This design comes from an exercise in tuning for small area on the open sky130 flow, not from production work.
Function was checked by simulation only, so behaviour that the tests miss may differ from the original.
Power is estimated from default activity; no workload was simulated.

==> inputs of run a <==
==> flow/design.v <==
package regfile_pkg;
  localparam int unsigned DATA_W     = 32;
  localparam int unsigned ADDR_W     = 5;
  localparam int unsigned NUM_REGS   = 2 ** ADDR_W;
  localparam int unsigned WR_COUNT_W = 16;
  typedef logic [ADDR_W-1:0] reg_addr_t;
  typedef logic [DATA_W-1:0] reg_data_t;
  function automatic logic [WR_COUNT_W-1:0] sat_inc(input logic [WR_COUNT_W-1:0] val);
    logic [WR_COUNT_W-1:0] res;
    res = (&val) ? val : val + 1'b1;
    sat_inc = res;
  endfunction
endpackage
import regfile_pkg::*;
module reg_read_port (
  input  logic [NUM_REGS-1:1]        i_sel,
  input  logic [NUM_REGS*DATA_W-1:0] i_regs,
  output regfile_pkg::reg_data_t     o_rd_data
);
  for (genvar b = 0; b < DATA_W; b++) begin : g_bit
    logic [NUM_REGS-1:1] w_col;
    for (genvar i = 1; i < NUM_REGS; i++) begin : g_col
      assign w_col[i] = i_regs[i*DATA_W + b];
    end
    reg_read_bit u_bit (
      .i_sel (i_sel),
      .i_d   (w_col),
      .o_q   (o_rd_data[b])
    );
  end
endmodule
module reg_read_bit (
  input  logic [31:1] i_sel,
  input  logic [31:1] i_d,
  output logic        o_q
);
  logic [9:0] w_grp_n;    
  logic       w_p31_n;
  logic [2:0] w_part;     
  for (genvar k = 0; k < 10; k++) begin : g_grp
    reg_aoi222 u_aoi (
      .a0 (i_sel[3*k+1]), .b0 (i_d[3*k+1]),
      .a1 (i_sel[3*k+2]), .b1 (i_d[3*k+2]),
      .a2 (i_sel[3*k+3]), .b2 (i_d[3*k+3]),
      .y  (w_grp_n[k])
    );
  end
  reg_nand2 u_p31 (.a(i_sel[31]), .b(i_d[31]), .y(w_p31_n));
  reg_nand4 u_n0  (.a(w_grp_n[0]), .b(w_grp_n[1]), .c(w_grp_n[2]), .d(w_grp_n[3]), .y(w_part[0]));
  reg_nand4 u_n1  (.a(w_grp_n[4]), .b(w_grp_n[5]), .c(w_grp_n[6]), .d(w_grp_n[7]), .y(w_part[1]));
  reg_nand3 u_n2  (.a(w_grp_n[8]), .b(w_grp_n[9]), .c(w_p31_n), .y(w_part[2]));
  reg_or3   u_or  (.a(w_part[0]), .b(w_part[1]), .c(w_part[2]), .y(o_q));
endmodule
module reg_aoi222 (
  input  logic a0, b0, a1, b1, a2, b2,
  output logic y
);
  assign y = ~((a0 & b0) | (a1 & b1) | (a2 & b2));
endmodule
module reg_nand2 (
  input  logic a, b,
  output logic y
);
  assign y = ~(a & b);
endmodule
module reg_nand3 (
  input  logic a, b, c,
  output logic y
);
  assign y = ~(a & b & c);
endmodule
module reg_nand4 (
  input  logic a, b, c, d,
  output logic y
);
  assign y = ~(a & b & c & d);
endmodule
module reg_or3 (
  input  logic a, b, c,
  output logic y
);
  assign y = a | b | c;
endmodule
import regfile_pkg::*;
module reg_bank_32x32 (
  input  logic                          clk,
  input  logic                          rst,
  input  logic                          wr_en,
  input  regfile_pkg::reg_addr_t        wr_addr,
  input  regfile_pkg::reg_data_t        wr_data,
  input  regfile_pkg::reg_addr_t        rs_addr,
  input  regfile_pkg::reg_addr_t        rt_addr,
  input  regfile_pkg::reg_addr_t        dbg_addr,
  output regfile_pkg::reg_data_t        rs_data,
  output regfile_pkg::reg_data_t        rt_data,
  output regfile_pkg::reg_data_t        dbg_data,
  output logic [WR_COUNT_W-1:0]         wr_count
);
  logic [NUM_REGS*DATA_W-1:0] r_regs;
  logic [NUM_REGS-1:1]        r_valid;
  logic [WR_COUNT_W-1:0]      r_wr_count;
  logic                       w_wr_commit;
  logic [NUM_REGS-1:1]        w_wr_sel;
  logic [NUM_REGS-1:1]        w_rs_sel;
  logic [NUM_REGS-1:1]        w_rt_sel;
  logic [NUM_REGS-1:1]        w_dbg_sel;
  assign w_wr_commit = wr_en && (wr_addr != '0);
  always_comb begin
    for (int unsigned i = 1; i < NUM_REGS; i++) begin
      w_wr_sel[i]  = wr_en && (wr_addr == ADDR_W'(i));
      w_rs_sel[i]  = r_valid[i] && (rs_addr == ADDR_W'(i));
      w_rt_sel[i]  = r_valid[i] && (rt_addr == ADDR_W'(i));
      w_dbg_sel[i] = r_valid[i] && (dbg_addr == ADDR_W'(i));
    end
  end
  assign r_regs[DATA_W-1:0] = '0;
  for (genvar g = 1; g < NUM_REGS; g++) begin : g_reg
    always_ff @(posedge clk) begin
      if (w_wr_sel[g]) begin
        r_regs[g*DATA_W +: DATA_W] <= wr_data;
      end
    end
    always_ff @(posedge clk or posedge rst) begin
      if (rst) begin
        r_valid[g] <= 1'b0;
      end else if (w_wr_sel[g]) begin
        r_valid[g] <= 1'b1;
      end
    end
  end
  always_ff @(posedge clk or posedge rst) begin
    if (rst) begin
      r_wr_count <= '0;
    end else if (w_wr_commit) begin
      r_wr_count <= regfile_pkg::sat_inc(r_wr_count);
    end
  end
  assign wr_count = r_wr_count;
  reg_read_port u_rs_port (
    .i_sel     (w_rs_sel),
    .i_regs    (r_regs),
    .o_rd_data (rs_data)
  );
  reg_read_port u_rt_port (
    .i_sel     (w_rt_sel),
    .i_regs    (r_regs),
    .o_rd_data (rt_data)
  );
  reg_read_port u_dbg_port (
    .i_sel     (w_dbg_sel),
    .i_regs    (r_regs),
    .o_rd_data (dbg_data)
  );
endmodule
==> flow/flow/run.sh <==
#!/bin/bash
# The standard layout, with two changes:
#  - port buffers are buf_1 instead of the default (a slow delay cell);
#  - clock tree built from clkbuf_8 leaf clusters, without dummy loads.
set -euo pipefail
bash standard.sh finish \
  "BUFFER_PORTS_ARGS=-buffer_cell sky130_fd_sc_hd__buf_1" \
  "CTS_ARGS=-sink_clustering_enable -repair_clock_nets -dont_use_dummy_load -buf_list sky130_fd_sc_hd__clkbuf_8 -sink_clustering_size 20 -sink_clustering_max_diameter 50" \
  > standard_flow.log 2>&1
==> flow/standard.sh <==
#!/bin/bash
# synth_recipe.tcl (not shown) runs the flow's synth.tcl, then flattens the netlist and writes it again
# the make line also repeats each setting of config.mk as NAME=value (left out here)
make -C /OpenROAD-flow-scripts/flow DESIGN_CONFIG=/design/flow/config.mk WORK_HOME=/design/flow/orfs CLKGATE_MAP_FILE= SYNTH_SCRIPT=/design/flow/synth_recipe.tcl "${@:-finish}"
==> flow/config.mk <==
export PLATFORM = sky130hd
export DESIGN_NAME = reg_bank_32x32
export DESIGN_NICKNAME = reg_bank_32x32
export VERILOG_FILES = /design/flow/design.v
export SDC_FILE = /design/flow/constraint.sdc
export NUM_CORES = 4
export LEC_CHECK = 0
export CAP_MARGIN = 20
export CORE_MARGIN = 2
export CORE_UTILIZATION = 50
export SLEW_MARGIN = 20
export SYNTH_HIERARCHICAL = 1
export SYNTH_MINIMUM_KEEP_SIZE = 0
==> flow/constraint.sdc <==
create_clock -name core_clock -period 6.0 [get_ports {clk}]
set_input_delay 1.2000 -clock core_clock [delete_from_list [all_inputs] [get_ports {clk}]]
set_output_delay 1.2000 -clock core_clock [all_outputs]
set_load 0.01 [all_outputs]
==> inputs of run b, as changes to run a <==
==> flow/flow/run.sh (replaced) <==
#!/bin/bash
# The standard layout, with two changes:
#  - port buffers are buf_2 instead of the default (a slow delay cell);
#  - clock tree built from clkbuf_8 leaf clusters, without dummy loads.
set -euo pipefail
bash standard.sh finish \
  "BUFFER_PORTS_ARGS=-buffer_cell sky130_fd_sc_hd__buf_2" \
  "CTS_ARGS=-sink_clustering_enable -repair_clock_nets -dont_use_dummy_load -buf_list sky130_fd_sc_hd__clkbuf_8 -sink_clustering_size 20 -sink_clustering_max_diameter 50" \
  > standard_flow.log 2>&1
==> notes.md <==
- Status: complete, no violations
- Non-clk buf share: under 10%
- Worst Skew: just over 0.05 ns
- Flop pwr share: 60.1%
- Most frequent cells in the layout: 992 x edfxtp_1, 960 x a222oi_1, 197 x nand4_1
- CTS buffer count: 113
(the above is from run b)
==> notes.md <==
- Clock buf count: 114
- Met2 WL post-DR: 81.95 mm
- Post-route ant nets: 0
- Worst Skew: 0.01974 ns
- Status: complete, no violations
- WP depth: 8
- Flop pwr share: 60.5%
- Via density: 9.082
- Max H-tree Level: 3
- CTS buffer count: around 110
- Cell area after layout: 50420 um2
- Non-clk buf share: 4.246%
(the above is from run a)

[static timing again, ports no longer ideal]
In the flow no input, the clock included, has a driving cell. The finished layouts below were timed again as built, in two steps.
Step 1 assumes that a clkbuf_16 drives the clock port and a buf_2 every other input.
Step 2, shift: input delay + t, output delay - t, t = (earliest + latest rising clock arrival at the registers) / 2. This alone moves slack from input paths to output paths.
Slacks: ideal / step 1 / step 2; pairs: ideal / step 1.
run | t, ns | slack for setup (ns) | worst register clock-pin slew, ns | cell pins on the clock port's net
run a | 0.851 | 0.515 / 0.481 / 0.481 | 0.12 / 0.12 | 1
run b | 0.844 | 0.609 / 0.586 / 0.586 | 0.11 / 0.11 | 1
After both steps every run listed still meets setup and hold. For run a, which loses most, drivers alone change the setup slack by -0.034 ns; drivers and shift together by -0.034 ns.
